Background: an optimization exercise with open tools, aiming at small area, a short achievable clock period and few clock cycles. Do not read the settings as production practice.
At most, simulation tests tie the RTL to the original design; equivalence was not proved.
Function not checked in runs 1 and 2: the RTL went through the layout flow alone.
Power and IR drop assume default switching activity.

==> design/flow/config.mk <==
export PLATFORM = sky130hd
export DESIGN_NAME = indel_edit_distance_traceback
export DESIGN_NICKNAME = indel_edit_distance_traceback
export VERILOG_FILES = /design/flow/design.v
export SDC_FILE = /design/flow/constraint.sdc
export NUM_CORES = 4
export LEC_CHECK = 0
export CAP_MARGIN = 20
export CORE_MARGIN = 2
export CORE_UTILIZATION = 40
export SETUP_SLACK_MARGIN = 4.0
export SLEW_MARGIN = 20
==> design/flow/constraint.sdc <==
create_clock -name core_clock -period 7.0 [get_ports {clk}]
set_input_delay 1.4000 -clock core_clock [delete_from_list [all_inputs] [get_ports {clk}]]
set_output_delay 1.4000 -clock core_clock [all_outputs]
set_load 0.01 [all_outputs]
==> design/flow/design.v <==
package edt_pkg;
  localparam int MAX_LEN_DEF = 16;
  localparam logic REG_BASE_LEN   = 1'b0;
  localparam logic REG_TARGET_LEN = 1'b1;
  localparam logic [1:0] KIND_MATCH  = 2'd0;
  localparam logic [1:0] KIND_INSERT = 2'd1;
  localparam logic [1:0] KIND_REMOVE = 2'd2;
  typedef enum logic [1:0] {
    FS_IDLE,
    FS_RUN,
    FS_DONE
  } fstate_t;
endpackage
module edt_cell #(
  parameter int MAX_LEN = edt_pkg::MAX_LEN_DEF
) (
  input  logic [MAX_LEN-1:0] v_in,
  input  logic [MAX_LEN-1:0] m,
  output logic [MAX_LEN-1:0] v_out,
  output logic               lcs_inc
);
  localparam int LV = $clog2(MAX_LEN);
  logic [MAX_LEN-1:0] g [LV+1];
  logic [MAX_LEN-1:0] p [LV+1];
  logic [MAX_LEN-1:0] hs, c;
  always_comb begin
    g[0] = v_in & m;
    p[0] = v_in & ~m;
    for (int l = 0; l < LV; l++) begin
      for (int i = 0; i < MAX_LEN; i++) begin
        if (i >= (1 << l)) begin
          g[l+1][i] = g[l][i] | (p[l][i] & g[l][i-(1<<l)]);
          p[l+1][i] = p[l][i] & p[l][i-(1<<l)];
        end else begin
          g[l+1][i] = g[l][i];
          p[l+1][i] = p[l][i];
        end
      end
    end
    c       = {g[LV][MAX_LEN-2:0], 1'b0};
    hs      = p[0] ^ c;          
    v_out   = hs | p[0];
    lcs_inc = g[LV][MAX_LEN-1];
  end
endmodule
module indel_edit_distance_traceback #(
  parameter int MAX_LEN = edt_pkg::MAX_LEN_DEF
) (
  input  logic         clk,
  input  logic         rst,
  input  logic         cfg_we,
  input  logic         cfg_index,
  input  logic [4:0]   cfg_data,
  input  logic         load_valid,
  output logic         load_ready,
  input  logic [3:0]   load_position,
  input  logic [7:0]   load_base_symbol,
  input  logic [7:0]   load_target_symbol,
  input  logic         load_last_load,
  output logic         result_valid,
  input  logic         result_ready,
  output logic [1:0]   result_op_kind,
  output logic [7:0]   result_op_symbol,
  output logic signed [4:0] result_base_index,
  output logic [5:0]   result_distance,
  output logic         result_last_op
);
  logic [4:0] base_length, target_length;
  logic [4:0] blen_eff, tlen_eff;
  assign blen_eff = (base_length > 5'd16) ? 5'd16 : base_length;
  assign tlen_eff = (target_length > 5'd16) ? 5'd16 : target_length;
  always_ff @(posedge clk) begin
    if (rst) begin
      base_length   <= 5'd15;
      target_length <= 5'd15;
    end else if (cfg_we) begin
      if (cfg_index == edt_pkg::REG_TARGET_LEN) target_length <= cfg_data;
      else base_length <= cfg_data;
    end
  end
  logic             ready_q;
  logic [15:0][7:0] bstore, tstore;
  logic             ps_v;            
  logic [4:0]       ps_b, ps_t;
  logic             wb_v;            
  logic [3:0]       wb_p;
  logic [7:0]       wb_t;
  logic             f_busy, f_av, f_mv, f_wv, f_par, f_e11, f_more, f_lr, f_rok, f_incq, f_fv;
  logic [4:0]       f_b, f_t, f_r;
  logic [3:0]       f_ws;
  logic [15:0]      f_rp;            
  logic [15:0]      f_v, f_mq, f_uv;
  logic [7:0]       f_ya, f_sq, f_ls, f_bl;
  logic [5:0]       f_d;
  logic [15:0][7:0] f_base;
  logic [15:0][15:0] ring_v;
  logic [15:0][7:0]  ring_t;
  logic             t_act, t_par, t_e11;
  logic [4:0]       t_x, t_y;
  logic [15:0]      t_soh, t_yoh;    
  logic [5:0]       t_dist;
  logic             t_fv, t_fi;      
  logic [15:0]      t_r0;            
  logic [7:0]       t_t0, t_b0;      
  logic [15:0][7:0] t_base;
  logic             f_start, xfer, tr_free, emit_fire, dx;
  logic        load_fire, start, ld_tw, ld_unsafe, wb_unsafe, wb_drain, wb_v_n;
  logic [15:0] ld_dec, wb_dec, tw_en;
  assign load_ready = ready_q;
  assign load_fire  = load_valid && ready_q;
  assign start      = load_fire && load_last_load;
  assign ld_tw      = {1'b0, load_position} < target_length;    
  always_comb begin
    for (int i = 0; i < 16; i++) begin
      ld_dec[i] = (load_position == 4'(i));
      wb_dec[i] = (wb_p == 4'(i));
    end
  end
  assign ld_unsafe = |(ld_dec & f_uv);
  assign wb_unsafe = |(wb_dec & f_uv);
  assign wb_drain  = wb_v && (!wb_unsafe || f_start);
  assign wb_v_n    = wb_v ? !wb_drain : (load_fire && ld_tw && ld_unsafe);
  always_comb begin
    for (int i = 0; i < 16; i++) begin
      tw_en[i] = wb_v ? (wb_dec[i] && wb_drain)
                      : (load_fire && ld_tw && ld_dec[i] && !f_uv[i]);
    end
  end
  always_ff @(posedge clk) begin
    for (int i = 0; i < 16; i++) begin
      if (load_fire && ({1'b0, load_position} < base_length) && ld_dec[i]) begin
        bstore[i] <= load_base_symbol;
      end
      if (tw_en[i]) begin
        tstore[i] <= wb_v ? wb_t : load_target_symbol;
      end
    end
    if (!wb_v) begin
      wb_p <= load_position;
      wb_t <= load_target_symbol;
    end
    if (start) begin
      ps_b <= blen_eff;
      ps_t <= tlen_eff;
    end
  end
  logic [15:0] f_m, f_vn, f_bdec;
  logic [7:0]  f_sym, f_blc;
  logic        f_inc, f_step, f_done, a_load, m_load;
  logic [3:0]  f_slot;
  logic [5:0]  f_dn;
  logic [5:0]  f_rt;
  assign f_rt = 6'(f_r) + 6'(t_x);
  always_comb begin
    f_sym = '0;
    for (int i = 0; i < 16; i++) f_sym = f_sym | (tstore[i] & {8{f_rp[i]}});
  end
  always_comb begin
    for (int i = 0; i < 16; i++) f_m[i] = (5'(i) < f_b) && (f_base[i] == f_ya);
  end
  edt_cell #(.MAX_LEN(16)) u_row (
    .v_in   (f_v),
    .m      (f_mq),
    .v_out  (f_vn),
    .lcs_inc(f_inc)
  );
  assign f_dn    = f_incq ? (f_d - 6'd1) : (f_d + 6'd1);    
  assign f_step  = f_busy && f_mv && f_more && f_rok;
  assign f_done  = f_busy && f_mv && (!f_more || (f_step && f_lr));
  assign m_load  = f_busy && f_av && (!f_mv || f_step);
  assign a_load  = f_busy && (!f_av || m_load);
  assign f_slot  = f_r[3:0] ^ {4{f_par}};
  assign xfer    = f_done && tr_free;
  assign f_start = ps_v && (!f_busy || xfer);
  always_comb begin
    f_blc = '0;
    for (int i = 0; i < 16; i++) begin
      f_bdec[i] = ((f_b[3:0] - 4'd1) == 4'(i));
      f_blc     = f_blc | (f_base[i] & {8{f_bdec[i]}});
    end
  end
  always_ff @(posedge clk) begin
    if (rst) begin
      f_busy <= 1'b0;
      ps_v   <= 1'b0;
      wb_v   <= 1'b0;
      f_wv   <= 1'b0;
      f_uv   <= '0;
    end else begin
      if (f_start) f_busy <= 1'b1;
      else if (xfer) f_busy <= 1'b0;
      if (start) ps_v <= 1'b1;
      else if (f_start) ps_v <= 1'b0;
      wb_v <= wb_v_n;
      f_wv <= f_step;
      for (int i = 0; i < 16; i++) begin
        f_uv[i] <= f_start ? (5'(i) < ps_t)
                           : (f_busy && (5'(i) < f_t) && (5'(i) >= f_r));
      end
    end
  end
  always_ff @(posedge clk) begin
    if (rst) begin
      ready_q <= 1'b1;
    end else begin
      ready_q <= !(wb_v_n || start || (ps_v && !f_start));
    end
  end
  always_ff @(posedge clk) begin
    if (f_start) begin
      f_b    <= ps_b;
      f_t    <= ps_t;
      f_r    <= '0;
      f_rp   <= 16'd2;
      f_ya   <= (wb_v && wb_dec[0]) ? wb_t : tstore[0];
      f_av   <= 1'b1;
      f_mv   <= 1'b0;
      f_v    <= '1;
      f_d    <= 6'(ps_b);
      f_more <= (ps_t != '0);
      f_lr   <= (ps_t == 5'd1);
      f_par  <= ~f_par;
      f_base <= bstore;
    end else begin
      if (a_load) begin
        f_ya <= f_sym;
        f_rp <= {f_rp[14:0], f_rp[15]};
        f_av <= 1'b1;
      end
      if (m_load) begin
        f_mq <= f_m;
        f_sq <= f_ya;
        f_mv <= 1'b1;
      end
      if (!f_mv) f_bl <= f_blc;
      if (f_step) begin
        f_r    <= f_r + 5'd1;
        f_v    <= f_vn;
        f_ls   <= f_sq;
        f_more <= !f_lr;
        f_lr   <= ((f_r + 5'd2) == f_t);
        if (f_r == '0) f_e11 <= f_mq[0];
      end
    end
    if (!f_start && f_fv) f_d <= f_dn;
    f_fv   <= f_step && !f_start;
    f_incq <= f_inc;
    case ({f_step, emit_fire && dx})
      2'b10:   f_rok <= !t_act || (f_rt <= 6'd15);
      2'b01:   f_rok <= !t_act || (f_rt <= 6'd17);
      default: f_rok <= !t_act || (f_rt <= 6'd16);
    endcase
    f_ws <= f_slot;
    for (int i = 0; i < 16; i++) begin
      if (f_wv && (f_ws == 4'(i))) begin
        ring_v[i] <= f_v;
        ring_t[i] <= f_ls;
      end
    end
  end
  logic [15:0] soh_n, yoh_n, r_n;
  logic [7:0]  t_n, b_n, sym;
  logic        t_hb, eq, xz, yz, x1, y1, dy, t_last;
  logic [1:0]  kind;
  logic [5:0]  t_dc;
  assign t_dc = t_fv ? (t_fi ? (t_dist - 6'd1) : (t_dist + 6'd1)) : t_dist;
  assign soh_n = t_par ? {t_soh[14:0], t_soh[15]} : {t_soh[0], t_soh[15:1]};    
  assign yoh_n = {1'b0, t_yoh[15:1]};
  always_comb begin
    r_n = '0;
    t_n = '0;
    b_n = '0;
    for (int i = 0; i < 16; i++) begin
      r_n = r_n | (ring_v[i] & {16{t_soh[i]}});
      t_n = t_n | (ring_t[i] & {8{t_soh[i]}});
      b_n = b_n | (t_base[i] & {8{yoh_n[i]}});
    end
  end
  assign t_hb = |(t_r0 & t_yoh);
  assign eq   = (t_t0 == t_b0);
  assign xz   = (t_x == 5'd0);
  assign yz   = (t_y == 5'd0);
  assign x1   = (t_x == 5'd1);
  assign y1   = (t_y == 5'd1);
  always_comb begin
    dx   = 1'b0;
    dy   = 1'b0;
    kind = edt_pkg::KIND_REMOVE;
    if (yz) begin
      dx = 1'b1;
    end else if (xz) begin
      kind = edt_pkg::KIND_INSERT;
      dy   = 1'b1;
    end else if (eq) begin
      kind = edt_pkg::KIND_MATCH;
      dx   = 1'b1;
      dy   = 1'b1;
    end else if (t_hb) begin
      kind = edt_pkg::KIND_INSERT;
      dy   = 1'b1;
    end else begin
      dx = 1'b1;
    end
  end
  assign sym = (kind == edt_pkg::KIND_INSERT) ? t_b0 : t_t0;
  assign t_last    = (yz && x1) || (xz && y1) || (x1 && y1 && t_e11);
  assign emit_fire = t_act && (!result_valid || result_ready);
  assign tr_free   = !t_act || (emit_fire && t_last);
  always_ff @(posedge clk) begin
    if (rst) begin
      t_act <= 1'b0;
    end else if (xfer) begin
      t_act <= (f_b != '0) || (f_t != '0);
    end else if (emit_fire && t_last) begin
      t_act <= 1'b0;
    end
  end
  always_ff @(posedge clk) begin
    if (xfer) begin
      t_x    <= f_t;
      t_y    <= f_b;
      t_par  <= f_par;
      t_dist <= f_fv ? f_dn : f_d;
      t_fv   <= f_step;
      t_fi   <= f_inc;
      t_base <= f_base;
      t_r0   <= f_step ? f_vn : f_v;
      t_t0   <= f_step ? f_sq : f_ls;
      t_b0   <= f_bl;
      t_e11  <= (f_r == '0) ? f_mq[0] : f_e11;
      for (int i = 0; i < 16; i++) begin
        t_soh[i] <= (((f_t[3:0] - 4'd2) ^ {4{f_par}}) == 4'(i));
        t_yoh[i] <= ((f_b[3:0] - 4'd1) == 4'(i));
      end
    end else begin
      t_dist <= t_dc;
      t_fv   <= 1'b0;
    end
    if (!xfer && emit_fire) begin
      if (dx) begin
        t_x   <= t_x - 5'd1;
        t_soh <= soh_n;
        t_r0  <= r_n;
        t_t0  <= t_n;
      end
      if (dy) begin
        t_y   <= t_y - 5'd1;
        t_yoh <= yoh_n;
        t_b0  <= b_n;
      end
    end
  end
  always_ff @(posedge clk) begin
    if (rst) begin
      result_valid <= 1'b0;
    end else if (emit_fire) begin
      result_valid <= 1'b1;
    end else if (result_ready) begin
      result_valid <= 1'b0;
    end
  end
  always_ff @(posedge clk) begin
    if (emit_fire) begin
      result_op_kind    <= kind;
      result_op_symbol  <= sym;
      result_base_index <= t_y - 5'd1;
      result_distance   <= t_dc;
      result_last_op    <= t_last;
    end
  end
endmodule
==> design/flow/run.sh <==
#!/bin/bash
# synth_recipe.tcl (not shown) runs the flow's synth.tcl, then flattens the netlist and writes it again
# the make line also repeats each setting of config.mk as NAME=value (left out here)
make -C /OpenROAD-flow-scripts/flow DESIGN_CONFIG=/design/flow/config.mk WORK_HOME=/design/flow/orfs CLKGATE_MAP_FILE= SYNTH_SCRIPT=/design/flow/synth_recipe.tcl finish
==> results of run 1 <==
==> through the flow <==
stage	cells	worst slack [ns]	total power, mW	instance area [sq um]
floorplan	3120	3.72	10.1	46400
global placement	4538	2.38	11.2	48500
detailed placement	4541	2.38	11.2	48600
CTS	4799	4.00	17.5	53200
global route	4807	3.98	18.1	53400
finish	4808	4.00	17.5	53400
==> timing repair <==
| item | 4_1_cts | 5_1_grt |
|---|---|---|
| gates resized for setup | 81 | 23 |
| setup endpoints to repair | 635 | 316 |
| pin swaps | 24 | 5 |
| buffers inserted | 34 | 4 |
| cloned | 10 | 0 |
==> Yosys cell counts, drive strengths merged, types with 6 or more instances <==
library cell,count
a21oi,85
nor2b,20
nor4,8
clkbuf,146
o21a,7
and2,9
o211ai,13
xnor2,130
xor2,47
buf,55
nor2,136
nand2b,19
inv,42
o311ai,19
nand2,248
o22ai,6
nand4,71
a21o,17
o21ai,65
a22oi,92
or2,7
nand3,93
ha,37
mux2i,55
nand3b,12
mux2,32
o32ai,20
nor3,56
a22o,127
a211oi,14
a221oi,141
a31oi,18
a222oi,13
edfxtp,995
or3,7
a32oi,6
a211o,9
and3,17
dfxtp,167
a2111oi,6
==> routing by layer <==
metal  part of all wire  vias to the layer above  GRT usage
met5            0.00033                        -          0
met4              0.032                        6     0.0757
met3              0.092                      259     0.0390
met2               0.45                     1584      0.360
met1               0.42                    14667      0.339
li1                   -                    12396          -
==> power groups by stage <==
stage | Combinational, mW | Clock [mW] | Sequential [mW]
floorplan | 1.73 | 0 | 8.41
global placement | 2.44 | 0 | 8.77
detailed placement | 2.45 | 0 | 8.78
CTS | 2.56 | 6.33 | 8.63
global route | 2.78 | 6.59 | 8.69
finish | 2.59 | 6.26 | 8.66
==> area by class of cell <==
cell class | instances | area (sq um) | share of cell area
repair buffers | 155 | 1740 | 0.0326
well taps | 1512 | 1890 | 0.0354
clock buffers | 157 | 3200 | 0.0599
multi-input cells | 1717 | 12500 | 0.233
flip-flops and latches | 1162 | 33200 | 0.622
clock inverters | 57 | 641 | 0.0120
inverters | 43 | 204 | 0.00382
diodes | 1 | 2.50 | 0.0000469
repair inverters | 4 | 37.5 | 0.000703
==> worst max-delay path: stages <==
cell	delay (ns)
buf_2	0.13
buf_12	0.14
ha_4	0.23
a21o_1	0.17
a21o_1	0.18
a31oi_4	0.28
nand3b_1	0.21
buf_6	0.19
o32ai_4	0.29
buf_12	0.19
==> cells by family after synthesis <==
kind of cell,count (synthesis),synth area share
AO/OA/AOI/OAI,688,0.114
flip-flops,1162,0.724
AND/OR/NAND/NOR,722,0.0750
buffers and inverters,244,0.0213
multiplexers,87,0.0199
XOR/XNOR,177,0.0338
adder cells (fa/ha/maj),40,0.0114
==> state kept, by name (all words and copies together) (netlist names), 16 cells and up <==
signal and count:
tstore 128, t_soh 16, t_yoh 16, f_v 16, ring_v 256, ring_t 128, t_r0 16, t_base 120
bstore 128, f_mq 16, f_uv 16, f_rp 16, f_base 128
==> worst max path at each step <==
stage | startpoint | endpoint | slack [ns] | depth (start not counted)
2_1_floorplan | load_position[0] | tstore[104] | 3.72 | 7
3_3_place_gp | result_ready | t_base[21] | 2.38 | 8
3_5_place_dp | result_ready | t_base[52] | 2.38 | 8
4_1_cts | load_position[3] | ready_q | 4.00 | 8
5_1_grt | load_position[1] | tstore[44] | 3.98 | 10
6_report | load_position[1] | tstore[44] | 4.00 | 10
==> qor.csv, run 1 <==
metric,value,unit
outcome,"complete, no violations",
Hold Crit Start,bstore[4],
slew margin rel.,0.234,
cell internal pwr,12.7,mW
Global Route Usage Sum,0.234,
Hold WS,0.410,ns
final clock skew,0.0539,ns
Die W,343,um
count of final max-slew check failures,0,
I/O pin count,56,
DPL Wire Length,87.3,mm
Clock Pin Slew Worst Setup and Hold Paths,0.06,ns
syn_area_per_cell,14.7,sq um
hold path endpoint,f_base[4],
drt total wl,139,mm
drt drc,0,
net switching power,4.83,mW
share of layout cells above drive strength 1,0.123,
Core Area,0.114,sq mm
"antenna viol nets, final",0,
number of global-route vias before repair,27386,
maximum vdd ir drop,0.000215,V
Reg2Reg Launch Point,wb_p[2],
Die ar.,0.117,sq mm
Final Hold Violating Endpoints,0,
number of CTS-inserted buffers,114,
root buffer cell,clkbuf_16,
top post-synthesis cells by area,"edfxtp_1 (65%), dfxtp_1 (7.3%), a221oi_1 (2.7%)",
switching share of power,0.276,
"most common cell after layout, fill and taps aside",edfxtp_1,
register area share after synthesis,0.724,
Finish-stage setup viols,0,
initial antenna violation count,4,
gpl congestion,0.962,
clock buffer depth,3,
Netlist cell types,73,
CP startpoint kind,input port,
num rows,124,
sequential share of power,0.494,
Critical R2R Capture,tstore[67],
Crit Path Category,in2reg,
Crit. End Element,register,
largest net degree at the start of global routing,93,
Final Util,0.468,
"commonest cells after routing, fill and taps aside","edfxtp_1 (995), nand2_1 (242), dfxtp_1 (165), a221oi_1 (141), xnor2_1 (130)",
first-pass GRT wire length,199,mm
DRT iter0 DRCs,3919,
Routed wire per std cell,29.0,um
CTS Hold Bufs,0,
fmax,0.334,GHz
min Tclk post-route,3.00,ns
htree depth,3,
via count,28912,
CP Data Required Time,7.43,ns
RSZ-0062 raised after global routing,false,
clock latency at the later pin of the worst-skew pair,0.72,ns
Arrival @ worst endpoint,3.42,ns
area delta synth->final,16.5,%
post-synthesis register bit count,1162,
fill count,9780,
Leak,17.2,nW
WHS Path Cells,0,
worst r2r path cells,9,
setup_tns,0,ns
Worst Tran Pin Value,1.15,ns
TritonCTS clock tree,built,
Final Cycle Share,0.428,
syn_nets,3192,
"Remaining Overflow, GRT",0,
Via density,6.01,
Comb pwr share,0.148,
Worst Hold Class,reg2reg,
Yosys warning total,4,
CTS sink cnt,1162,
ys async rst share,0,
clock share of power,0.358,
post-synth top area share,0.651,
CP max FO,8,
initial cell density of the core,0.402,
cell taking the most area after synthesis,edfxtp_1,
ys flop type,edfxtp_1,
PortBufs,55,
area of the mapped netlist,0.0459,sq mm
die height,343,um
power density over the cells,328,mW/mm^2
Layout Nets,3269,
Synth Instances,3120,
Max-Cap Viols,0,
Post-synth EDFFs,995,
r2r setup slk,4.08,ns
DR pass1 iterations,6,
==> run 2, diff against run 1 <==
--- a/design/flow/config.mk
+++ b/design/flow/config.mk
@@ -9,4 +9,4 @@
 export CORE_MARGIN = 2
 export CORE_UTILIZATION = 40
-export SETUP_SLACK_MARGIN = 4.0
+export SETUP_SLACK_MARGIN = 4.3
 export SLEW_MARGIN = 20
==> run 2 against run 1 <==
Against the previous run: largest power group unchanged; critical path type unchanged; clock skew is 0.024 ns lower; maximum frequency up 6.1%; hold slack worse by 0.017 ns; highest routed layer unchanged; die area unchanged; cell area rose by 0.17%.
==> qor.csv, run 2 <==
metric,value,unit,change
outcome,"complete, no violations",,unchanged
crit path capture,tstore[94],,was tstore[44]
drt drc,0,,unchanged
Synth Instances,3120,,unchanged
number of global-route vias before repair,27595,,was 27386
power density over the cells,328,mW/mm^2,about the same
Commonest cells post-synth,"edfxtp_1 (995), nand2_1 (248), dfxtp_1 (167)",,unchanged
die height,343,um,unchanged
Routed wire per std cell,28.4,um,was 29.0 um
number of CTS-inserted buffers,114,,unchanged
Reg2Reg Launch Point,wb_p[1],,was wb_p[2]
maximum vdd ir drop,0.000198,V,was 0.000215 V
DPL Wire Length,85.1,mm,was 87.3 mm
WHS Path Cells,0,,unchanged
clock share of power,0.352,,was 0.358
clock latency at the later pin of the worst-skew pair,0.71,ns,was 0.72 ns
drt total wl,137,mm,was 139 mm
min Tclk post-route,2.82,ns,was 3.00 ns
cell internal pwr,12.7,mW,about the same
"antenna viol nets, final",0,,unchanged
sequential share of power,0.493,,was 0.494
PortBufs,55,,unchanged
final instance area,0.0535,sq mm,was 0.0534 sq mm
Via density,5.96,,was 6.01
Leak,17.2,nW,about the same
top post-synthesis cells by area,"edfxtp_1 (65%), dfxtp_1 (7.3%), a221oi_1 (2.7%)",,unchanged
post-synth top area share,0.651,,unchanged
Worst Hold Class,reg2reg,,unchanged
worst r2r path cells,9,,unchanged
CP startpoint kind,input port,,unchanged
ys async rst share,0,,unchanged
Final Hold Violating Endpoints,0,,unchanged
htree depth,3,,unchanged
Core Area,0.114,sq mm,unchanged
gpl congestion,0.957,,was 0.962
"commonest cells after routing, fill and taps aside","edfxtp_1 (995), nand2_1 (232), dfxtp_1 (149), a221oi_1 (141), xnor2_1 (130)",,"was edfxtp_1 (995), nand2_1 (242), dfxtp_1 (165), a221oi_1 (141), xnor2_1 (130)"
first-pass GRT wire length,197,mm,was 199 mm
Arrival @ worst endpoint,3.25,ns,was 3.42 ns
Finish-stage setup viols,0,,unchanged
DR pass1 iterations,6,,unchanged
num rows,124,,unchanged
DRT iter0 DRCs,3889,,was 3919
cell taking the most area after synthesis,edfxtp_1,,unchanged
CTS sink cnt,1162,,unchanged
"most common cell after layout, fill and taps aside",edfxtp_1,,unchanged
initial cell density of the core,0.402,,unchanged
Crit. End Element,register,,unchanged
I/O pin count,56,,unchanged
register area share after synthesis,0.724,,unchanged
Crit Path Category,in2reg,,unchanged
largest net degree at the start of global routing,80,,was 93
Top reg by flops,ring_v,,unchanged
share of layout cells above drive strength 1,0.145,,was 0.123
Clock Pin Slew Worst Setup and Hold Paths,0.06,ns,about the same
root buffer cell,clkbuf_16,,unchanged
Yosys warning total,4,,unchanged
Critical R2R Capture,tstore[74],,was tstore[67]
clock buffer depth,3,,unchanged
Layout Nets,3275,,was 3269
Max-Cap Viols,0,,unchanged
CP Data Required Time,7.43,ns,about the same
"count leader, synth",edfxtp_1,,unchanged
Area after DPL,0.0486,sq mm,about the same
"Remaining Overflow, GRT",0,,unchanged
via count,28724,,was 28912
r2r setup slk,4.21,ns,was 4.08 ns
syn_area_per_cell,14.7,sq um,unchanged
Worst Setup SP,load_valid,,was load_position[1]
setup_tns,0,ns,unchanged
Post-synth EDFFs,995,,unchanged
RSZ-0062 raised after global routing,true,,was false
Worst Tran Pin Value,1.12,ns,was 1.15 ns
post-synthesis register bit count,1162,,unchanged
final clock skew,0.0303,ns,was 0.0539 ns
Final Cycle Share,0.403,,was 0.428
count of final max-slew check failures,0,,unchanged
Final Util,0.469,,was 0.468
CP max FO,8,,unchanged
area delta synth->final,16.7,%,was 16.5%
Comb pwr share,0.156,,was 0.148
max reg flops,256,,unchanged
fmax,0.354,GHz,was 0.334 GHz
Die ar.,0.117,sq mm,unchanged
initial antenna violation count,5,,was 4
syn_nets,3192,,unchanged
Netlist cell types,73,,unchanged
area of the mapped netlist,0.0459,sq mm,unchanged
net switching power,4.85,mW,was 4.83 mW
slew margin rel.,0.248,,was 0.234
TritonCTS clock tree,built,,unchanged
ys flop type,edfxtp_1,,unchanged
Global Route Usage Sum,0.231,,was 0.234
Die W,343,um,unchanged
CTS Hold Bufs,0,,unchanged
switching share of power,0.276,,about the same
-- run 2: power groups by stage --
| stage | clock network, mW | registers [mW] | logic [mW] |
|---|---|---|---|
| 6_report | 6.16 | 8.64 | 2.73 |
| 5_1_grt | 6.51 | 8.67 | 2.93 |
| 4_1_cts | 6.23 | 8.62 | 2.67 |
| 3_5_place_dp | 0 | 8.76 | 2.50 |
| 3_3_place_gp | 0 | 8.75 | 2.49 |
| 2_1_floorplan | 0 | 8.41 | 1.75 |
-- run 2: repair_timing --
item / CTS / global route
setup endpoints to repair: 744 / 397
buffers inserted: 38 / 12
cloned: 11 / 0
pin swaps: 27 / 14
resized for setup: 202 / 31
-- run 2: worst max-delay path, stage by stage --
cell	delay, ns
dlygate4sd2_1	0.29
nand2_2	0.13
a211o_1	0.33
a31oi_4	0.26
buf_4	0.18
nand3_4	0.14
o32ai_4	0.35
buf_12	0.17
-- run 2: final cells by class --
| class | count | area, sq um |
|---|---|---|
| inverters | 43 | 216 |
| multi-input cells | 1719 | 12600 |
| fillers | 9785 | 60500 |
| diodes | 2 | 5.00 |
| well taps | 1512 | 1890 |
| repair buffers | 161 | 1720 |
| flip-flops and latches | 1162 | 33200 |
| clock buffers | 166 | 3270 |
| clock inverters | 50 | 488 |
| repair inverters | 2 | 20.0 |
-- run 2: metrics by stage --
stage	instances	hold slack, ns	setup WS, ns	total power [mW]
finish	4817	0.393	4.18	17.5
global route	4816	0.415	4.15	18.1
CTS	4802	0.408	4.18	17.5
detailed placement	4537	0.405	2.08	11.3
global placement	4535	0.401	2.12	11.2
floorplan	3120	0.400	3.72	10.2
-- run 2: cell families after synthesis --
logic type,synth area share
adder cells (fa/ha/maj),0.0114
XOR/XNOR,0.0338
buffers and inverters,0.0213
flip-flops,0.724
multiplexers,0.0199
AND/OR/NAND/NOR,0.0750
AO/OA/AOI/OAI,0.114
-- run 2: how the worst min path moves through the flow --
stage / from / to / slack (ns)
floorplan: bstore[0] / f_base[0] / 0.40
global placement: bstore[22] / f_base[22] / 0.40
detailed placement: bstore[100] / f_base[100] / 0.40
CTS: bstore[53] / f_base[53] / 0.41
global route: bstore[115] / f_base[115] / 0.42
finish: bstore[53] / f_base[53] / 0.39
-- run 2: routing by layer --
layer	wire length, um	GRT usage
met5	28	0
met4	5680	0.0911
met1	55800	0.317
met3	12000	0.0445
met2	63200	0.362
==> run 3, diff against run 2 <==
--- a/design/flow/design.v
+++ b/design/flow/design.v
@@ -183,4 +183,5 @@
     if (rst) begin
       f_busy <= 1'b0;
+      f_par  <= 1'b0;
       ps_v   <= 1'b0;
       wb_v   <= 1'b0;
@@ -190,4 +191,5 @@
       if (f_start) f_busy <= 1'b1;
       else if (xfer) f_busy <= 1'b0;
+      if (f_start) f_par <= ~f_par;
       if (start) ps_v <= 1'b1;
       else if (f_start) ps_v <= 1'b0;
@@ -220,5 +222,4 @@
       f_more <= (ps_t != '0);
       f_lr   <= (ps_t == 5'd1);
-      f_par  <= ~f_par;
       f_base <= bstore;
     end else begin
--- a/design/flow/config.mk
+++ b/design/flow/config.mk
@@ -9,4 +9,4 @@
 export CORE_MARGIN = 2
 export CORE_UTILIZATION = 40
-export SETUP_SLACK_MARGIN = 4.3
+export SETUP_SLACK_MARGIN = 4.8
 export SLEW_MARGIN = 20
==> run 3 against run 2 <==
Against the previous run: cell area increased by 12%; clock-buffer cell count decreased by 15; maximum frequency decreased by 4.2%; synthesized area increased by 0.24%; total power increased by 15%; synthesized cell count decreased by 0.45%; final cell count increased by 5.4%; register-to-register slack got worse by 0.12 ns; via count increased by 10%; sequential share of layout area decreased by 6.6 points.
==> qor.csv, run 3 <==
metric,value,unit,change
outcome,"complete, no violations",,unchanged
Leak,19.9,nW,was 17.2 nW
M2 GR Usage,0.391,,was 0.362
CTS sink cnt,1162,,unchanged
Crit Path Category,in2reg,,unchanged
"count leader, synth",edfxtp_1,,unchanged
DRT iter0 DRCs,5008,,was 3889
Final Cycle Share,0.421,,was 0.403
Max stage delay on crit path,0.50,ns,was 0.35 ns
Core Area,0.114,sq mm,about the same
top post-synthesis cells by area,"edfxtp_1 (65%), dfxtp_1 (7.3%), a22oi_1 (2.4%)",,"was edfxtp_1 (65%), dfxtp_1 (7.3%), a221oi_1 (2.7%)"
Arrival @ worst endpoint,3.37,ns,was 3.25 ns
multi-input gate area in the final layout,0.0142,sq mm,was 0.0126 sq mm
Top reg by flops,ring_v,,unchanged
"Largest delay share family, worst path",compound AO/OA/AOI/OAI gates,,unchanged
CP Data Required Time,7.43,ns,about the same
number of global-route vias before repair,29831,,was 27595
count of final max-slew check failures,0,,unchanged
Hold Crit Start,bstore[64],,was bstore[53]
die height,343,um,about the same
fmax,0.339,GHz,was 0.354 GHz
Critical R2R Capture,tstore[12],,was tstore[74]
busiest grt layer,met2,,unchanged
DPL Wire Length,88.6,mm,was 85.1 mm
slew margin rel.,0.248,,about the same
worst-path cell chain,buf_12 -> nor2b_4 -> a2111oi_4 -> o211ai_1 -> o211ai_1 -> or3b_4 -> o32ai_4 -> buf_12,,was dlygate4sd2_1 -> nand2_2 -> a211o_1 -> a31oi_4 -> buf_4 -> nand3_4 -> o32ai_4 -> buf_12
number of CTS-inserted buffers,117,,was 114
crit path capture,tstore[12],,was tstore[94]
ys flop type,edfxtp_1,,unchanged
Worst Hold Class,reg2reg,,unchanged
CP max FO,8,,unchanged
PortBufs,55,,unchanged
register area,0.0333,sq mm,was 0.0332 sq mm
worst r2r path cells,7,,was 9
Worst Tran Pin Value,1.12,ns,about the same
Yosys warning total,4,,unchanged
post-synth top area share,0.649,,was 0.651
Die W,343,um,about the same
Finish-stage setup viols,0,,unchanged
initial antenna violation count,6,,was 5
syn_area_per_cell,14.8,sq um,was 14.7 sq um
CP startpoint kind,input port,,unchanged
Buf/Inv on CP,2,,was 3
clock latency at the later pin of the worst-skew pair,0.73,ns,was 0.71 ns
fill count,9202,,was 9785
CP max-delay cell,or3b_4,,was o32ai_4
htree depth,3,,unchanged
"commonest cells after routing, fill and taps aside","edfxtp_1 (994), nand2_1 (177), a22oi_1 (146), dfxtp_1 (127), buf_4 (124)",,"was edfxtp_1 (995), nand2_1 (232), dfxtp_1 (149), a221oi_1 (141), xnor2_1 (130)"
Post-Place Cells,4529,,was 4537
Via density,6.23,,was 5.96
drt total wl,156,mm,was 137 mm
initial cell density of the core,0.403,,was 0.402
"antenna viol nets, final",0,,unchanged
Reg2Reg Launch Point,t_y[3],,was wb_p[1]
maximum vdd ir drop,0.000282,V,was 0.000198 V
via count,31651,,was 28724
Clock Pin Slew Worst Setup and Hold Paths,0.06,ns,about the same
register area share after synthesis,0.722,,was 0.724
Netlist cell types,82,,was 73
DR pass1 iterations,6,,unchanged
RSZ-0062 raised after global routing,true,,unchanged
Crit. End Element,register,,unchanged
Post-synth EDFFs,994,,was 995
M3 GR Usage,0.0552,,was 0.0445
Global Route Usage Sum,0.258,,was 0.231
met1 Track Usage GR,0.363,,was 0.317
root buffer cell,clkbuf_16,,unchanged
power density over the cells,336,mW/mm^2,was 328 mW/mm^2
final clock skew,0.0395,ns,was 0.0303 ns
setup_tns,0,ns,unchanged
CTS Hold Bufs,0,,unchanged
first-pass GRT wire length,219,mm,was 197 mm
I/O pin count,56,,unchanged
max reg flops,256,,unchanged
Final Util,0.525,,was 0.469
post-synthesis register bit count,1162,,unchanged
area of the mapped netlist,0.0460,sq mm,was 0.0459 sq mm
Routed wire per std cell,30.7,um,was 28.4 um
overall power,20.1,mW,was 17.5 mW
Worst Setup SP,result_ready,,was load_valid
TritonCTS clock tree,built,,unchanged
"most common cell after layout, fill and taps aside",edfxtp_1,,unchanged
gpl congestion,0.930,,was 0.957
"Remaining Overflow, GRT",0,,unchanged
syn_nets,3178,,was 3192
WP depth,8,,unchanged
cell taking the most area after synthesis,edfxtp_1,,unchanged
num rows,124,,unchanged
min Tclk post-route,2.95,ns,was 2.82 ns
share of layout cells above drive strength 1,0.269,,was 0.145
Commonest cells post-synth,"edfxtp_1 (994), nand2_1 (204), dfxtp_1 (168)",,"was edfxtp_1 (995), nand2_1 (248), dfxtp_1 (167)"
post-route insts no fill,5078,,was 4817
ys async rst share,0,,unchanged
drt drc,0,,unchanged
clock buffer depth,3,,unchanged
Die ar.,0.118,sq mm,was 0.117 sq mm
r2r setup slk,4.09,ns,was 4.21 ns
Max-Cap Viols,0,,unchanged
Final Hold Violating Endpoints,0,,unchanged
Synth Instances,3106,,was 3120
largest net degree at the start of global routing,49,,was 80
area delta synth->final,30.5,%,was 16.7%
Layout Nets,3533,,was 3275
## run 3: what timing repair did
item,in CTS,in global routing
resized for setup,622,179
buffers inserted,171,64
cloned,86,4
endpoints found under the setup margin,962,957
pin swaps,132,90
## run 3: cell families (layout without fill, tap and decap cells)
logic type | after synthesis | count (layout) | share of synthesized area
AOI/OAI and AO/OA | 738 | 738 | 0.124
xor gates and xnor gates | 170 | 170 | 0.0324
adders and majority gates | 40 | 40 | 0.0114
buffers and inverters | 249 | 700 | 0.0219
DFF | 1162 | 1162 | 0.722
muxes | 71 | 71 | 0.0168
other | 0 | 3 | 0
and+or+nand+nor | 676 | 682 | 0.0713
## run 3: layout make-up
type | count | area share
Clock inverter | 70 | 0.0114
Sequential cell | 1162 | 0.555
Inverter | 47 | 0.00425
Tap cell | 1512 | 0.0315
Multi-Input combinational cell | 1701 | 0.236
Antenna cell | 3 | 0.000125
Timing Repair Buffer | 414 | 0.104
Clock buffer | 151 | 0.0528
Timing Repair inverter | 18 | 0.00423
## run 3: routing by layer
metal	part of all wire	vias to the layer above
met5	0.00028	-
met4	0.044	6
met3	0.11	430
met2	0.45	2162
met1	0.40	15949
li1	-	13104
## run 3: worst min-delay path by stage
| stage | endpoint | slack [ns] | depth (start not counted) |
|---|---|---|---|
| after floorplan | f_rok | 0.39 | 1 |
| after global placement | f_base[6] | 0.40 | 0 |
| after detailed placement | f_base[124] | 0.40 | 0 |
| after CTS | f_base[64] | 0.40 | 0 |
| after global routing | f_base[64] | 0.40 | 0 |
| final | f_base[64] | 0.39 | 0 |
## run 3: worst reg2reg max path, cell delays in order (launching register included)
cell       delay, ns
dfxtp_1         0.38
or3_4           0.44
a2111oi_4       0.32
o211ai_1        0.33
o211ai_1        0.26
or3b_4          0.50
o32ai_4         0.20
buf_12          0.18
## run 3: metrics by stage
stage	setup slack (ns)	hold WS, ns	instance area [sq um]
6_report	4.05	0.394	60000
5_1_grt	4.05	0.404	60000
4_1_cts	4.12	0.400	58400
3_5_place_dp	2.25	0.405	49000
3_3_place_gp	2.30	0.401	48800
2_1_floorplan	3.60	0.395	46800
## run 3: power by group
part	total, mW	switching (mW)	internal (mW)
clock network	6.34	2.71	3.63
registers	8.83	0.741	8.09
logic	4.97	2.67	2.30
Testbench counts of run 3, summed over its fixed seeds: cycles 24,124.
==> run 4, diff against run 3 <==
--- a/design/flow/config.mk
+++ b/design/flow/config.mk
@@ -9,4 +9,4 @@
 export CORE_MARGIN = 2
 export CORE_UTILIZATION = 40
-export SETUP_SLACK_MARGIN = 4.8
+export SETUP_SLACK_MARGIN = 4.4
 export SLEW_MARGIN = 20
==> run 4 against run 3 <==
Against the previous run: combinational power decreased by 35%; critical path depth grew 2; clock power shrank 2%; synthesized area unchanged; maximum frequency rose by 1.7%; first-iteration DRC count fell by 14%; sequential share of layout area rose by 4.4 points.
==> qor.csv, run 4 <==
metric,value,unit,change
Crit. End Element,register,,unchanged
overall power,18.2,mW,was 20.1 mW
post-synthesis register bit count,1162,,unchanged
cell internal pwr,12.9,mW,was 14.0 mW
sequential share of power,0.480,,was 0.438
I/O pin count,56,,unchanged
"antenna viol nets, final",0,,unchanged
initial antenna violation count,11,,was 6
maximum vdd ir drop,0.000207,V,was 0.000282 V
"Remaining Overflow, GRT",0,,unchanged
clock share of power,0.342,,was 0.315
"commonest cells after routing, fill and taps aside","edfxtp_1 (994), nand2_1 (198), a22oi_1 (146), dfxtp_1 (139), clkbuf_16 (139)",,"was edfxtp_1 (994), nand2_1 (177), a22oi_1 (146), dfxtp_1 (127), buf_4 (124)"
net switching power,5.33,mW,was 6.11 mW
cell taking the most area after synthesis,edfxtp_1,,unchanged
CP max-delay cell,or3b_4,,unchanged
Worst Setup SP,result_ready,,unchanged
gpl congestion,0.959,,was 0.930
area of the mapped netlist,0.0460,sq mm,unchanged
count of final max-slew check failures,0,,unchanged
register area,0.0333,sq mm,about the same
clock buffer depth,3,,unchanged
first-pass GRT wire length,202,mm,was 219 mm
Antenna Cells,0,,was 3
DR pass1 iterations,7,,was 6
Hold Crit Start,bstore[62],,was bstore[64]
die height,343,um,unchanged
PortBufs,55,,unchanged
area delta synth->final,20.7,%,was 30.5%
DPL Wire Length,88.1,mm,was 88.6 mm
slew margin rel.,0.242,,was 0.248
root buffer cell,clkbuf_16,,unchanged
CTS Hold Bufs,0,,unchanged
Netlist cell types,82,,unchanged
multi-input gate area in the final layout,0.0130,sq mm,was 0.0142 sq mm
Comb pwr share,0.178,,was 0.247
DRT iter0 DRCs,4310,,was 5008
ys async rst share,0,,unchanged
Reg2Reg Launch Point,t_y[3],,unchanged
Leak,18.0,nW,was 19.9 nW
pre-CTS setup slack,1.98,ns,was 2.25 ns
htree depth,3,,unchanged
final clock skew,0.0328,ns,was 0.0395 ns
Arrival @ worst endpoint,3.31,ns,was 3.37 ns
Commonest cells post-synth,"edfxtp_1 (994), nand2_1 (204), dfxtp_1 (168)",,unchanged
clock latency at the later pin of the worst-skew pair,0.72,ns,was 0.73 ns
setup_tns,0,ns,unchanged
Global Route Usage Sum,0.237,,was 0.258
"count leader, synth",edfxtp_1,,unchanged
Worst Hold Class,reg2reg,,unchanged
TritonCTS clock tree,built,,unchanged
"Largest delay share family, worst path",compound AO/OA/AOI/OAI gates,,unchanged
num rows,124,,unchanged
Via density,6.11,,was 6.23
CP Data Required Time,7.41,ns,was 7.43 ns
drt total wl,144,mm,was 156 mm
min Tclk post-route,2.90,ns,was 2.95 ns
Layout Nets,3351,,was 3533
Die ar.,0.118,sq mm,unchanged
Max-Cap Viols,0,,unchanged
Core Area,0.114,sq mm,unchanged
share of layout cells above drive strength 1,0.186,,was 0.269
Finish-stage setup viols,0,,unchanged
CP max FO,8,,unchanged
Buf/Inv on CP,4,,was 2
outcome,"complete, no violations",,unchanged
Worst Tran Pin Value,1.13,ns,was 1.12 ns
number of CTS-inserted buffers,114,,was 117
ys flop type,edfxtp_1,,unchanged
Clock Pin Slew Worst Setup and Hold Paths,0.06,ns,about the same
Crit Path Category,in2reg,,unchanged
fill count,9642,,was 9202
drt drc,0,,unchanged
fmax,0.345,GHz,was 0.339 GHz
post-synth top area share,0.649,,unchanged
Yosys warning total,4,,unchanged
Max stage delay on crit path,0.49,ns,was 0.50 ns
Synth Instances,3106,,unchanged
Final Cycle Share,0.414,,was 0.421
Top reg by flops,ring_v,,unchanged
max reg flops,256,,unchanged
Routed wire per std cell,29.5,um,was 30.7 um
worst setup margin,4.10,ns,was 4.05 ns
RSZ-0062 raised after global routing,true,,unchanged
initial cell density of the core,0.403,,unchanged
syn_area_per_cell,14.8,sq um,unchanged
syn_nets,3178,,unchanged
top post-synthesis cells by area,"edfxtp_1 (65%), dfxtp_1 (7.3%), a22oi_1 (2.4%)",,unchanged
via count,29888,,was 31651
switching share of power,0.293,,was 0.304
Final Hold Violating Endpoints,0,,unchanged
number of global-route vias before repair,27968,,was 29831
power density over the cells,328,mW/mm^2,was 336 mW/mm^2
Post-synth EDFFs,994,,unchanged
CP startpoint kind,input port,,unchanged
largest net degree at the start of global routing,92,,was 49
Die W,343,um,unchanged
CTS sink cnt,1162,,unchanged
worst-path cell chain,buf_12 -> nor2b_4 -> a2111oi_4 -> buf_4 -> o211ai_1 -> buf_4 -> o211ai_1 -> or3b_4 -> o32ai_4 -> buf_12,,was buf_12 -> nor2b_4 -> a2111oi_4 -> o211ai_1 -> o211ai_1 -> or3b_4 -> o32ai_4 -> buf_12
register area share after synthesis,0.722,,unchanged
"most common cell after layout, fill and taps aside",edfxtp_1,,unchanged
-- run 4: cell types whose count changed in the layout (fill, tap and decap cells not counted), sizes merged, moves of 3 or more --
cell           previous run  this run
diode                     3         0
nor2                    141       137
clkbuf                  154       169
buf                     383       205
clkdlybuf4s50            20        23
inv                      68        57
dlymetal6s2s              3         0
bufinv                   14        10
-- run 4: worst paths after layout --
check | to | slack [ns] | depth (start not counted)
hold / removal | f_base[62] | 0.40 | 0
setup / recovery | tstore[104] | 4.10 | 10
setup reg to reg | tstore[104] | 4.14 | 9
hold reg to reg | f_base[62] | 0.40 | 0
-- run 4: layer usage --
metal | track usage | part of all wire
met2 | 0.357 | 0.45
met1 | 0.346 | 0.42
met3 | 0.0427 | 0.099
met4 | 0.0781 | 0.034
met5 | 0 | 0.00056
-- run 4: per-stage QoR --
stage | hold WS, ns | utilization | cells | area, sq um
5_1_grt | 0.421 | 0.486 | 4889 | 55500
3_5_place_dp | 0.405 | 0.428 | 4530 | 48900
4_1_cts | 0.415 | 0.473 | 4820 | 54100
2_1_floorplan | 0.395 | - | 3106 | 46700
3_3_place_gp | 0.400 | 0.428 | 4528 | 48800
6_report | 0.397 | 0.486 | 4889 | 55500
-- run 4: repair_timing --
action	in CTS	in global routing
setup buffers	64	37
setup endpoints to repair	791	593
gates resized for setup	245	112
gates cloned	12	30
pin swaps	49	34
-- run 4: kinds of logic after synthesis --
kind of cell	share of synthesized area
AOI/OAI and AO/OA	0.124
xor gates and xnor gates	0.0324
adders and majority gates	0.0114
buffers and inverters	0.0219
DFF	0.722
muxes	0.0168
and+or+nand+nor	0.0713
-- run 4: area by class of cell --
class / count / area share
inverter: 47 / 0.00435
sequential: 1162 / 0.599
timing repair buffer: 249 / 0.0571
multi-input combinational: 1697 / 0.235
tap: 1512 / 0.0341
timing repair inverter: 8 / 0.00162
clock inverter: 65 / 0.0102
clock buffer: 149 / 0.0586
-- run 4: power groups by stage --
stage               Sequential (mW)  Combinational [mW]  Clock, mW
global route                   8.78                3.43       6.56
detailed placement             8.84                2.76          0
global placement               8.84                2.76          0
CTS                            8.71                3.04       6.26
finish                         8.74                3.24       6.22
floorplan                      8.45                1.90          0
-- run 4: worst reg2reg max path, stage by stage (launching register included) --
cell       delay (ns)
dfxtp_1          0.39
or3_4            0.45
a2111oi_4        0.31
buf_4            0.17
o211ai_1         0.08
buf_4            0.20
o211ai_1         0.15
or3b_4           0.49
o32ai_4          0.15
buf_12           0.17
==> run 5, diff against run 4 <==
--- a/design/flow/design.v
+++ b/design/flow/design.v
@@ -196,7 +196,11 @@
       wb_v <= wb_v_n;
       f_wv <= f_step;
-      for (int i = 0; i < 16; i++) begin
-        f_uv[i] <= f_start ? (5'(i) < ps_t)
-                           : (f_busy && (5'(i) < f_t) && (5'(i) >= f_r));
+      if (f_start) begin
+        for (int i = 1; i < 16; i++) f_uv[i] <= (5'(i) < ps_t);
+        f_uv[0] <= 1'b0;
+      end else if (a_load) begin
+        f_uv <= f_uv & ~f_rp;
+      end else if (!f_busy) begin
+        f_uv <= '0;
       end
     end
--- a/design/flow/config.mk
+++ b/design/flow/config.mk
@@ -8,5 +8,7 @@
 export CAP_MARGIN = 20
 export CORE_MARGIN = 2
-export CORE_UTILIZATION = 40
+export CORE_UTILIZATION = 60
+export CTS_BUF_LIST = sky130_fd_sc_hd__clkbuf_4 sky130_fd_sc_hd__clkbuf_8
+export PLACE_DENSITY = 0.7
 export SETUP_SLACK_MARGIN = 4.4
 export SLEW_MARGIN = 20
==> run 5 against run 4 <==
Against the previous run: still clean on timing, DRC and antenna; first-iteration DRC count is 2.8% lower; register-to-register slack better by 0.14 ns; global-route usage is 11 points higher; worst setup slack worse by 0.023 ns; critical path type is now reg2out; critical endpoint is now result_last_op.
==> qor.csv, run 5 <==
metric,value,unit,change
outcome,"complete, no violations",,unchanged
Commonest cells post-synth,"edfxtp_1 (994), nand2_1 (186), dfxtp_1 (168)",,"was edfxtp_1 (994), nand2_1 (204), dfxtp_1 (168)"
post-synth top area share,0.643,,was 0.649
WHS Path Cells,0,,unchanged
Synth Area in XOR/XNOR,0.0321,,was 0.0324
Routed wire per std cell,30.7,um,was 29.5 um
initial cell density of the core,0.609,,was 0.403
Critical R2R Capture,f_bl[5],,was tstore[104]
Final Hold Violating Endpoints,0,,unchanged
DR pass1 iterations,10,,was 7
share of layout cells above drive strength 1,0.204,,was 0.186
TritonCTS clock tree,built,,unchanged
count of final max-slew check failures,0,,unchanged
clock buffer depth,3,,unchanged
post-synthesis compound-gate area fraction,0.125,,was 0.124
Leak,17.7,nW,was 18.0 nW
RSZ-0062 raised after global routing,true,,unchanged
worst r2r path cells,5,,was 9
CP startpoint kind,register,,was input port
CP max-delay cell,edfxtp_1,,was or3b_4
largest net degree at the start of global routing,85,,was 92
CTS Hold Bufs,0,,unchanged
simple-gate portion of the synthesized area,0.0693,,was 0.0713
power density over the cells,340,mW/mm^2,was 328 mW/mm^2
slew margin rel.,0.286,,was 0.242
sequential share of power,0.494,,was 0.480
drt total wl,138,mm,was 144 mm
Reg2Reg Launch Point,f_b[2],,was t_y[3]
area of the mapped netlist,0.0464,sq mm,was 0.0460 sq mm
Max stage delay on crit path,0.50,ns,was 0.49 ns
ys async rst share,0,,unchanged
Top reg by flops,ring_v,,unchanged
Global Route Usage Sum,0.346,,was 0.237
Die ar.,0.0796,sq mm,was 0.118 sq mm
Buf/Inv on CP,1,,was 4
CP Data Required Time,5.60,ns,was 7.41 ns
overall power,18.2,mW,about the same
setup_tns,0,ns,unchanged
Via density,6.82,,was 6.11
Max-Cap Viols,0,,unchanged
area delta synth->final,15.5,%,was 20.7%
CTS sink cnt,1162,,unchanged
Worst Tran Pin Value,1.06,ns,was 1.13 ns
Netlist cell types,89,,was 82
Comb pwr share,0.200,,was 0.178
Core Area,0.0762,sq mm,was 0.114 sq mm
post-synthesis mux area share,0.0232,,was 0.0168
PortBufs,55,,unchanged
r2r setup slk,4.28,ns,was 4.14 ns
CP max FO,2,,was 8
first-pass GRT wire length,197,mm,was 202 mm
hold path endpoint,f_base[22],,was f_base[62]
final clock skew,0.0409,ns,was 0.0328 ns
"antenna viol nets, final",0,,unchanged
htree depth,4,,was 3
number of global-route vias before repair,29093,,was 27968
ys flop type,edfxtp_1,,unchanged
"commonest cells after routing, fill and taps aside","edfxtp_1 (994), clkbuf_8 (188), nand2_1 (174), a221oi_1 (146), a22o_1 (135)",,"was edfxtp_1 (994), nand2_1 (198), a22oi_1 (146), dfxtp_1 (139), clkbuf_16 (139)"
cell taking the most area after synthesis,edfxtp_1,,unchanged
fmax,0.342,GHz,was 0.345 GHz
Yosys warning total,4,,unchanged
I/O pin count,56,,unchanged
via count,30584,,was 29888
num rows,101,,was 124
"Largest delay share family, worst path",flip-flops,,was compound AO/OA/AOI/OAI gates
Worst Hold Class,reg2reg,,unchanged
Final Cycle Share,0.417,,was 0.414
Synth Instances,3135,,was 3106
adder-cell share of the synthesized area,0.00911,,was 0.0114
DPL Wire Length,82.4,mm,was 88.1 mm
Crit. End Element,output pin,,was register
Finish-stage setup viols,0,,unchanged
die height,282,um,was 343 um
DRT iter0 DRCs,4191,,was 4310
net switching power,5.57,mW,was 5.33 mW
cell internal pwr,12.6,mW,was 12.9 mW
worst-path cell chain,buf_2,,was buf_12 -> nor2b_4 -> a2111oi_4 -> buf_4 -> o211ai_1 -> buf_4 -> o211ai_1 -> or3b_4 -> o32ai_4 -> buf_12
top post-synthesis cells by area,"edfxtp_1 (64%), dfxtp_1 (7.2%), a221oi_1 (2.8%)",,"was edfxtp_1 (65%), dfxtp_1 (7.3%), a22oi_1 (2.4%)"
Arrival @ worst endpoint,1.52,ns,was 3.31 ns
"most common cell after layout, fill and taps aside",edfxtp_1,,unchanged
"count leader, synth",edfxtp_1,,unchanged
syn_nets,3199,,was 3178
post-synthesis register bit count,1162,,unchanged
max reg flops,256,,unchanged
clock latency at the later pin of the worst-skew pair,0.85,ns,was 0.72 ns
Hold Crit Start,bstore[22],,was bstore[62]
number of CTS-inserted buffers,176,,was 114
"Remaining Overflow, GRT",0,,unchanged
register area share after synthesis,0.716,,was 0.722
Clock Pin Slew Worst Setup and Hold Paths,0.06,ns,about the same
Layout Nets,3365,,was 3351
root buffer cell,clkbuf_8,,was clkbuf_16
switching share of power,0.306,,was 0.293
main combinational cell family by area after synthesis,compound AO/OA/AOI/OAI gates,,unchanged
syn_area_per_cell,14.8,sq um,about the same
initial antenna violation count,6,,was 11
min Tclk post-route,2.92,ns,was 2.90 ns
clock share of power,0.305,,was 0.342
fill count,4930,,was 9642
maximum vdd ir drop,0.000261,V,was 0.000207 V
Die W,282,um,was 343 um
Crit Path Category,reg2out,,was in2reg
gpl congestion,1.01,,was 0.959
drt drc,0,,unchanged
Post-synth EDFFs,994,,unchanged
-- run 5: changes by cell type in the layout (fill, tap and decap cells not counted), sizes merged, moves of 20 or more --
cell    delta
a221oi    +27
clkbuf   +100
nand2     -20
buf       -43
a22oi     -77
mux2i     +25
-- run 5: per-layer routing --
| metal | GRT usage | wire length (um) |
|---|---|---|
| met5 | 0 | 36 |
| met4 | 0.154 | 6920 |
| met3 | 0.0803 | 15800 |
| met2 | 0.545 | 64200 |
| met1 | 0.465 | 50800 |
-- run 5: area by class of cell --
class	instances	area, sq um	area share
antenna	5	12.5	0.000233
multi-input combinational	1707	13000	0.243
timing repair inverter	4	28.8	0.000537
timing repair buffer	198	2180	0.0407
clock buffer	264	3160	0.0589
inverter	52	228	0.00425
tap	1030	1290	0.0240
clock inverter	63	385	0.00719
sequential	1162	33300	0.621
-- run 5: power by group through the flow --
stage               sequential (mW)  clock, mW  combinational (mW)
finish                         9.00       5.56                3.64
global route                   9.01       5.87                3.82
CTS                            8.94       5.59                3.35
detailed placement             9.10          0                2.84
global placement               9.08          0                2.78
floorplan                      8.47          0                2.21
-- run 5: cells by family (layout without fill, tap and decap cells) --
group,Yosys count,in the layout
flip-flops,1162,1162
AO/OA/AOI/OAI,749,750
AND/OR/NAND/NOR,652,654
buffers and inverters,269,581
XOR/XNOR,170,170
multiplexers,101,101
adder cells (fa/ha/maj),32,32
other,0,5
-- run 5: metrics by stage --
step	cells	utilization	area [sq um]	hold WS, ns	setup WS [ns]
after floorplan	3135	-	47200	0.400	3.73
after global placement	4051	0.634	48300	0.403	2.32
after detailed placement	4051	0.634	48300	0.405	2.27
after CTS	4447	0.696	53100	0.409	4.09
after global routing	4483	0.703	53600	0.423	4.06
final	4485	0.703	53600	0.409	4.08
-- run 5: timing repair --
item,CTS,global route
pin swaps,31,24
setup buffers,54,30
setup endpoints to repair,667,504
gates cloned,15,3
gates resized for setup,201,64
-- run 5: worst max-delay path by stage --
stage / start / slack [ns] / cells after the start / end
final: result_last_op / 4.08 / 1 / result_last_op
after global routing: result_last_op / 4.06 / 1 / result_last_op
after CTS: result_last_op / 4.09 / 1 / result_last_op
after detailed placement: load_position[1] / 2.27 / 7 / tstore[73]
after global placement: load_position[1] / 2.32 / 7 / tstore[72]
after floorplan: result_ready / 3.73 / 12 / f_rok
Testbench counts of run 5, summed over its fixed seeds: cycles 23,307.
==> run 6, diff against run 5 <==
--- a/design/flow/config.mk
+++ b/design/flow/config.mk
@@ -9,5 +9,4 @@
 export CORE_MARGIN = 2
 export CORE_UTILIZATION = 60
-export CTS_BUF_LIST = sky130_fd_sc_hd__clkbuf_4 sky130_fd_sc_hd__clkbuf_8
 export PLACE_DENSITY = 0.7
 export SETUP_SLACK_MARGIN = 4.4
==> run 6 against run 5 <==
Against the previous run: cell area grew 0.51%; global-route usage shrank 0.21 points; final cell count shrank 2.7%; critical path type unchanged; total power grew 3.1%; sequential power is essentially flat; hold slack gained 0.0049 ns; via count shrank 1.1%; sequential share of layout area shrank 0.33 points; register-to-register slack gained 0.07 ns.
==> qor.csv, run 6 <==
metric,value,unit,change
Synth Instances,3135,,unchanged
final clock skew,0.0288,ns,was 0.0409 ns
setup_tns,0,ns,unchanged
Crit. End Element,output pin,,unchanged
syn_area_per_cell,14.8,sq um,unchanged
Layout Nets,3299,,was 3365
Reg2Reg Launch Point,f_b[3],,was f_b[2]
Final Cycle Share,0.391,,was 0.417
slew margin rel.,0.321,,was 0.286
clock latency at the later pin of the worst-skew pair,0.68,ns,was 0.85 ns
worst-path cell chain,buf_2,,unchanged
CP startpoint kind,register,,unchanged
WL met1,50.4,mm,was 50.8 mm
PortBufs,55,,unchanged
Finish-stage setup viols,0,,unchanged
Max stage delay on crit path,0.48,ns,was 0.50 ns
Global Route Usage Sum,0.344,,was 0.346
maximum vdd ir drop,0.000255,V,was 0.000261 V
post-synthesis register bit count,1162,,unchanged
clock buffer depth,3,,unchanged
Arrival @ worst endpoint,1.34,ns,was 1.52 ns
DR WL met3,15.5,mm,was 15.8 mm
min Tclk post-route,2.74,ns,was 2.92 ns
Via density,6.93,,was 6.82
Die ar.,0.0796,sq mm,unchanged
count of final max-slew check failures,0,,unchanged
number of global-route vias before repair,28823,,was 29093
power density over the cells,348,mW/mm^2,was 340 mW/mm^2
root buffer cell,clkbuf_16,,was clkbuf_8
met2 WL,63.8,mm,was 64.2 mm
Die W,282,um,unchanged
die height,282,um,unchanged
top post-synthesis cells by area,"edfxtp_1 (64%), dfxtp_1 (7.2%), a221oi_1 (2.8%)",,unchanged
Commonest cells post-synth,"edfxtp_1 (994), nand2_1 (186), dfxtp_1 (168)",,unchanged
area delta synth->final,16.1,%,was 15.5%
register area share after synthesis,0.716,,unchanged
CP max FO,1,,was 2
drt total wl,137,mm,was 138 mm
Leak,17.6,nW,was 17.7 nW
area of the mapped netlist,0.0464,sq mm,unchanged
DR top layer,met5,,unchanged
num rows,101,,unchanged
share of layout cells above drive strength 1,0.169,,was 0.204
Post-synth EDFFs,994,,unchanged
"commonest cells after routing, fill and taps aside","edfxtp_1 (994), nand2_1 (175), a221oi_1 (146), a22o_1 (135), dfxtp_1 (129)",,"was edfxtp_1 (994), clkbuf_8 (188), nand2_1 (174), a221oi_1 (146), a22o_1 (135)"
"Remaining Overflow, GRT",0,,unchanged
Crit Path Category,reg2out,,unchanged
Buf/Inv on CP,1,,unchanged
CP max-delay cell,edfxtp_1,,unchanged
cell taking the most area after synthesis,edfxtp_1,,unchanged
TritonCTS clock tree,built,,unchanged
Netlist cell types,89,,unchanged
r2r setup slk,4.35,ns,was 4.28 ns
Hold Crit Start,bstore[39],,was bstore[22]
Routed wire per std cell,31.4,um,was 30.7 um
"antenna viol nets, final",0,,unchanged
overall power,18.8,mW,was 18.2 mW
Final Hold Violating Endpoints,0,,unchanged
"count leader, synth",edfxtp_1,,unchanged
hold path endpoint,f_base[39],,was f_base[22]
CTS Hold Bufs,0,,unchanged
RSZ-0062 raised after global routing,true,,unchanged
DR pass1 iterations,8,,was 10
syn_nets,3199,,unchanged
htree depth,3,,was 4
first-pass GRT wire length,197,mm,about the same
I/O pin count,56,,unchanged
initial antenna violation count,7,,was 6
Yosys warning total,4,,unchanged
gpl congestion,1.01,,unchanged
DRT iter0 DRCs,4427,,was 4191
ys flop type,edfxtp_1,,unchanged
Worst Hold Class,reg2reg,,unchanged
Max-Cap Viols,0,,unchanged
Worst Tran Pin Value,1.02,ns,was 1.06 ns
"Largest delay share family, worst path",flip-flops,,unchanged
WP depth,1,,unchanged
Critical R2R Capture,f_mq[0],,was f_bl[5]
ys async rst share,0,,unchanged
post-synth top area share,0.643,,unchanged
via count,30236,,was 30584
Top reg by flops,ring_v,,unchanged
max reg flops,256,,unchanged
Clock Pin Slew Worst Setup and Hold Paths,0.07,ns,was 0.06 ns
outcome,"complete, no violations",,unchanged
DPL Wire Length,82.4,mm,unchanged
worst r2r path cells,4,,was 5
CTS sink cnt,1162,,unchanged
initial cell density of the core,0.609,,unchanged
number of CTS-inserted buffers,112,,was 176
"most common cell after layout, fill and taps aside",edfxtp_1,,unchanged
CP Data Required Time,5.60,ns,about the same
largest net degree at the start of global routing,86,,was 85
Core Area,0.0762,sq mm,unchanged
drt drc,0,,unchanged
fmax,0.365,GHz,was 0.342 GHz
WHS Path Cells,0,,unchanged
[run 6: cell counts after synthesis]
No cell type changed its count.
[run 6: kinds of logic after synthesis]
logic type	after synthesis	synth area share
flops	1162	0.716
compound gates	749	0.125
simple gates	652	0.0693
buf+inv	269	0.0253
xor+xnor	170	0.0321
mux	101	0.0232
fa+ha+maj	32	0.00912
[run 6: power by group]
part	internal [mW]	switching, mW	leakage, nW
combinational	1.53	2.05	5.39
clock	3.63	2.55	1.85
sequential	8.09	0.905	10.3
[run 6: worst max path at each step]
stage / start / end / slack (ns)
global placement: load_position[1] / tstore[72] / 2.32
global route: result_last_op / result_last_op / 4.26
detailed placement: load_position[1] / tstore[73] / 2.27
floorplan: result_ready / f_rok / 3.73
CTS: result_last_op / result_last_op / 4.26
finish: result_last_op / result_last_op / 4.26
[run 6: timing repair]
item | in CTS | in global routing
resized for setup | 224 | 53
pin swaps | 37 | 30
endpoints found under the hold margin | 0 | 0
cloned | 17 | 1
setup buffers | 62 | 20
setup endpoints to repair | 714 | 479
[run 6: area by class of cell]
type,count,area [sq um]
multi-input cells,1707,13000
diodes,1,2.50
repair buffers,194,2170
fillers,4887,22300
inverters,52,238
clock inverters,63,691
clock buffers,149,3110
flip-flops and latches,1162,33300
well taps,1030,1290
repair inverters,6,46.3
[run 6: through the flow]
step / std cells / utilization / cell area [sq um] / worst slack, ns / hold WS, ns
2_1_floorplan: 3135 / - / 47200 / 3.73 / 0.400
3_3_place_gp: 4051 / 0.634 / 48300 / 2.32 / 0.403
3_5_place_dp: 4051 / 0.634 / 48300 / 2.27 / 0.405
4_1_cts: 4342 / 0.702 / 53500 / 4.26 / 0.416
5_1_grt: 4363 / 0.707 / 53900 / 4.26 / 0.422
6_report: 4364 / 0.707 / 53900 / 4.26 / 0.414
[run 6: routing by layer]
layer	track usage	up-vias
met4	0.151	10
met2	0.550	2158
li1	-	12641
met5	0	-
met1	0.464	14996
met3	0.0670	431
==> run 7, diff against run 6 <==
--- a/design/flow/config.mk
+++ b/design/flow/config.mk
@@ -8,6 +8,6 @@
 export CAP_MARGIN = 20
 export CORE_MARGIN = 2
-export CORE_UTILIZATION = 60
-export PLACE_DENSITY = 0.7
+export CORE_UTILIZATION = 70
+export PLACE_DENSITY = 0.8
 export SETUP_SLACK_MARGIN = 4.4
 export SLEW_MARGIN = 20
==> run 7 against run 6 <==
Against the previous run: largest power group unchanged; die area shrank 14%; combinational power decreased by 4%; still clean on timing, DRC and antenna; sequential power rose by 0.4%; global-route usage grew 6.8 points; total power down 2.9%; synthesized area stayed put; worst setup slack worse by 0.046 ns; via count grew 3.7%.
==> qor.csv, run 7 <==
metric,value,unit,change
"antenna viol nets, final",0,,unchanged
Final Hold Violating Endpoints,0,,unchanged
number of CTS-inserted buffers,110,,was 112
DR pass1 iterations,7,,was 8
CP max-delay cell,edfxtp_1,,unchanged
Commonest cells post-synth,"edfxtp_1 (994), nand2_1 (186), dfxtp_1 (168)",,unchanged
Crit Path Category,reg2out,,unchanged
Buf/Inv on CP,1,,unchanged
via count,31343,,was 30236
worst setup margin,4.21,ns,was 4.26 ns
min Tclk post-route,2.79,ns,was 2.74 ns
syn_nets,3199,,unchanged
initial cell density of the core,0.706,,was 0.609
"commonest cells after routing, fill and taps aside","edfxtp_1 (994), nand2_1 (174), a221oi_1 (146), dfxtp_1 (138), a22o_1 (135)",,"was edfxtp_1 (994), nand2_1 (175), a221oi_1 (146), a22o_1 (135), dfxtp_1 (129)"
Yosys warning total,4,,unchanged
drt drc,0,,unchanged
Global Route Usage Sum,0.412,,was 0.344
CP max FO,1,,unchanged
Hold WS,0.413,ns,was 0.414 ns
Die W,261,um,was 282 um
CTS sink cnt,1162,,unchanged
Critical R2R Capture,f_rok,,was f_mq[0]
Finish-stage setup viols,0,,unchanged
DRT iter0 DRCs,5429,,was 4427
Final Util,0.808,,was 0.707
slew margin rel.,0.206,,was 0.321
CP Data Required Time,5.60,ns,about the same
outcome,"complete, no violations",,unchanged
max reg flops,256,,unchanged
clock buffer depth,3,,unchanged
"Largest delay share family, worst path",flip-flops,,unchanged
syn_area_per_cell,14.8,sq um,unchanged
cell taking the most area after synthesis,edfxtp_1,,unchanged
final instance area,0.0531,sq mm,was 0.0539 sq mm
Worst Hold Class,reg2reg,,unchanged
clock latency at the later pin of the worst-skew pair,0.70,ns,was 0.68 ns
share of layout cells above drive strength 1,0.161,,was 0.169
DPL Wire Length,82.9,mm,was 82.4 mm
ys flop type,edfxtp_1,,unchanged
Final Cycle Share,0.398,,was 0.391
Post-synth EDFFs,994,,unchanged
fmax,0.359,GHz,was 0.365 GHz
Netlist cell types,89,,unchanged
register area share after synthesis,0.716,,unchanged
pre-CTS setup slack,1.92,ns,was 2.27 ns
Crit. End Element,output pin,,unchanged
Leak,17.3,nW,was 17.6 nW
maximum vdd ir drop,0.000413,V,was 0.000255 V
num rows,94,,was 101
post-synth top area share,0.643,,unchanged
die height,261,um,was 282 um
count of final max-slew check failures,0,,unchanged
final clock skew,0.0324,ns,was 0.0288 ns
number of global-route vias before repair,29858,,was 28823
first-pass GRT wire length,202,mm,was 197 mm
I/O pin count,56,,unchanged
Routed wire per std cell,33.9,um,was 31.4 um
"count leader, synth",edfxtp_1,,unchanged
Max stage delay on crit path,0.51,ns,was 0.48 ns
post-synthesis register bit count,1162,,unchanged
Worst Tran Pin Value,1.19,ns,was 1.02 ns
CP startpoint kind,register,,unchanged
area delta synth->final,14.5,%,was 16.1%
overall power,18.2,mW,was 18.8 mW
"Remaining Overflow, GRT",0,,unchanged
PortBufs,55,,unchanged
setup_tns,0,ns,unchanged
hold path endpoint,f_base[108],,was f_base[39]
drt total wl,142,mm,was 137 mm
r2r setup slk,4.30,ns,was 4.35 ns
post-route insts no fill,4193,,was 4364
run 7: layout make-up:
cell class	count	area, sq um
sequential	1162	33300
timing repair buffer	190	2010
tap	864	1080
clock inverter	65	517
inverter	52	253
timing repair inverter	6	48.8
antenna	3	7.51
clock buffer	141	2940
multi-input combinational	1710	13000
fill	3371	12600
run 7: routing by layer:
layer | global-route usage | wire (um)
met2 | 0.639 | 65400
met4 | 0.220 | 9190
met5 | 0 | 64
met3 | 0.103 | 19100
met1 | 0.545 | 48400
run 7: worst max path at each step:
stage	start	endpoint	slack, ns	cells past startpoint
after floorplan	result_ready	f_rok	3.73	12
after global routing	result_last_op	result_last_op	4.20	1
final	result_last_op	result_last_op	4.21	1
after global placement	result_ready	f_rok	2.02	11
after detailed placement	result_ready	f_rok	1.92	11
after CTS	result_last_op	result_last_op	4.23	1
run 7: timing repair:
action,in CTS,in global routing
gates cloned,16,2
setup buffers,62,26
endpoints found under the setup margin,748,420
pin swaps,33,22
hold buffers,0,0
resized for setup,208,48
run 7: where the power goes:
| group | internal (mW) | total, mW | leakage (nW) | switching (mW) |
|---|---|---|---|---|
| clock network | 3.16 | 5.74 | 1.69 | 2.59 |
| logic | 1.44 | 3.43 | 5.30 | 1.99 |
| registers | 8.08 | 9.04 | 10.3 | 0.963 |
run 7: cell families after synthesis:
kind of cell             synth area share
buffers and inverters              0.0253
adder cells (fa/ha/maj)           0.00912
flip-flops                          0.716
AND/OR/NAND/NOR                    0.0693
multiplexers                       0.0232
XOR/XNOR                           0.0321
AO/OA/AOI/OAI                       0.125
